This is an optimization exercise on Yosys and OpenROAD, whose aim is small area, a short achievable clock period and few clock cycles per item, not a production implementation. Only simulation tests tie the RTL to the original design; equivalence was not proved. Power is estimated from default activity; no workload was simulated.

==> flow/design.v (excerpt) <==
module fir_filter_pcm16 #(
  parameter int TAPS = 32
) (
  input  wire logic               clk,
  input  wire logic               rst_n,
  input  wire logic               in_valid,
  output logic                    in_ready,
  input  wire logic               in_command,
  input  wire logic [4:0]         in_tap_index,
  input  wire logic signed [17:0] in_coefficient,
  input  wire logic signed [15:0] in_sample,
  input  wire logic               in_start_of_stream,
  output logic                    out_valid,
  input  wire logic               out_ready,
  output logic signed [15:0]      out_sample,
  output logic                    out_saturated,
  input  wire logic               cfg_wr_en,
  input  wire logic [5:0]         cfg_wr_data
);
  localparam int NS = 3;    
  localparam int QD = 4 + NS;      
  logic              in_ready_r;
  logic [5:0]        taps_r;      
  logic [TAPS-1:0]   fill_r;      
  logic [TAPS-1:0]   cvalid_r;    
  logic [TAPS-1:0]   mask_r;      
  logic [15:0]       hist_r [TAPS];
  logic [17:0]       coef_r [TAPS];
  logic              in_acc, do_filt, do_coef, take;
  logic [TAPS-1:0]   tap_on, fill_nxt, cvalid_nxt;
  assign in_acc  = in_valid && in_ready_r;
  assign do_filt = in_acc && in_command;
  assign do_coef = in_acc && !in_command;
  always_comb begin
    for (int n = 0; n < TAPS; n++) tap_on[n] = 6'(n) < taps_r;
  end
  always_comb begin
    fill_nxt = fill_r;
    if (!rst_n) fill_nxt = '0;
    else if (do_filt) fill_nxt = in_start_of_stream ? TAPS'(1) : {fill_r[TAPS-2:0], 1'b1};
    cvalid_nxt = cvalid_r;
    if (!rst_n) cvalid_nxt = '0;
    else if (do_coef) cvalid_nxt[in_tap_index] = 1'b1;
  end
  always_ff @(posedge clk) begin
    if (!rst_n)         taps_r <= 6'd1;
    else if (cfg_wr_en) taps_r <= (cfg_wr_data > 6'd32) ? 6'd32 : cfg_wr_data;
    fill_r   <= fill_nxt;
    cvalid_r <= cvalid_nxt;
    mask_r   <= cvalid_nxt & fill_nxt & tap_on;
  end
  always_ff @(posedge clk) begin
    if (do_filt) begin
      hist_r[0] <= in_sample;
  ...
==> flow/config.mk <==
export PLATFORM = sky130hd
export DESIGN_NAME = fir_filter_pcm16
export DESIGN_NICKNAME = fir_filter_pcm16
export VERILOG_FILES = /design/flow/design.v
export SDC_FILE = /design/flow/constraint.sdc
export NUM_CORES = 4
export LEC_CHECK = 0
export ABC_AREA = 1
export CAP_MARGIN = 20
export CORE_MARGIN = 2
export CORE_UTILIZATION = 40
export CTS_BUF_LIST = sky130_fd_sc_hd__clkbuf_4 sky130_fd_sc_hd__clkbuf_8
export PLACE_DENSITY = 0.55
export SETUP_SLACK_MARGIN = 4.3
export SLEW_MARGIN = 20
==> flow/constraint.sdc <==
create_clock -name core_clock -period 8.0 [get_ports {clk}]
set_input_delay 1.6000 -clock core_clock [delete_from_list [all_inputs] [get_ports {clk}]]
set_output_delay 1.6000 -clock core_clock [all_outputs]
set_load 0.01 [all_outputs]
run.sh (not shown) runs the stock make flow with config.mk's settings and CLKGATE_MAP_FILE= SYNTH_SCRIPT=/design/flow/synth_recipe.tcl, a recipe that flattens the netlist after the stock synthesis.
The first run reached the layout checks and failed them: antenna rules.
Testbench counts at the start, summed over its fixed seeds: cycles 5,271, items 2,263.
Next try:
- CTS_BUF_LIST: sky130_fd_sc_hd__clkbuf_4 sky130_fd_sc_hd__clkbuf_8 -> not set
- PLACE_DENSITY: 0.55 -> 0.6
- SETUP_SLACK_MARGIN: 4.3 -> 3.8
Result: This time the run finished clean; global-route usage falls by 1.5 points; design area drops by 7.5%; worst hold slack gets better by 12 ps; clock-buffer cell count drops by 310; area after synthesis stays the same.

* * *

Another version of the RTL of fir_filter_pcm16 (not shown whole).
Size in the first run: roughly 17000 cells after synthesis, roughly 2700 flip-flops, roughly 71 I/O pins.
export LEC_CHECK = 0
export ABC_AREA = 1
export CAP_MARGIN = 20
export CORE_MARGIN = 2
export CORE_UTILIZATION = 40
export CTS_BUF_LIST = sky130_fd_sc_hd__clkbuf_4 sky130_fd_sc_hd__clkbuf_8
export CTS_CLUSTER_DIAMETER = 70
export CTS_CLUSTER_SIZE = 10
export PLACE_DENSITY = 0.6
export SETUP_SLACK_MARGIN = 4.0
export SLEW_MARGIN = 20
create_clock -name core_clock -period 8.0 [get_ports {clk}]
The first run finished with timing, DRC and antenna clean.
Testbench counts at the start, summed over its fixed seeds: cycles 5,271, items 2,263.
Edit:
--- a/flow/config.mk
+++ b/flow/config.mk
@@ -12,5 +12,5 @@
 export CTS_BUF_LIST = sky130_fd_sc_hd__clkbuf_4 sky130_fd_sc_hd__clkbuf_8
-export CTS_CLUSTER_DIAMETER = 70
-export CTS_CLUSTER_SIZE = 10
-export PLACE_DENSITY = 0.6
+export CTS_CLUSTER_DIAMETER = 80
+export CTS_CLUSTER_SIZE = 12
+export PLACE_DENSITY = 0.5
 export SETUP_SLACK_MARGIN = 4.0
The new run completed without violations.
Clock power decreases by about 10%.
Final area decreases by 0.50%.
Area after synthesis is unchanged.
Register-to-register slack improved by 0.04 ns.
Routed wire length increases by 0.40%.
Global-route usage increases by 0.19 points.

afterwards: timing with drivers on the ports:
The flow's constraints put no driver on any port. The routed layouts listed below were extracted and timed again, unchanged, in two steps.
Step 1 (the two cells are an assumption about what drives the block):
set clk [get_ports {clk}]
set_driving_cell -lib_cell sky130_fd_sc_hd__clkbuf_16 $clk
set_driving_cell -lib_cell sky130_fd_sc_hd__buf_2 [delete_from_list [all_inputs] $clk]
Step 2 times the ports against the registers' clock, not the clock port: input delays grow and output delays shrink by t, the midpoint of the rising clock arrivals with the driver on.
Slacks: ideal ports / drivers / drivers and shift; pairs: ideal ports / drivers.
| run | t, ns | slack for setup (ns) | hold slack, ns | pins driven straight from the clock port |
|---|---|---|---|---|
| the first run of note 1 | 1.388 | 3.974 / 3.974 / 3.147 | 0.294 / 0.294 / 0.294 | 1 |
| the second run of note 1 | 1.135 | 3.642 / 3.642 / 2.827 | 0.306 / 0.306 / 0.306 | 1 |
| the first run of note 2 | 1.361 | 3.865 / 3.865 / 2.962 | 0.327 / 0.327 / 0.327 | 1 |
| the second run of note 2 | 1.323 | 3.901 / 3.901 / 2.920 | 0.329 / 0.329 / 0.329 | 1 |
For the second run of note 2, which loses most, drivers alone change the setup slack by 0.000 ns; drivers and shift together by -0.981 ns.
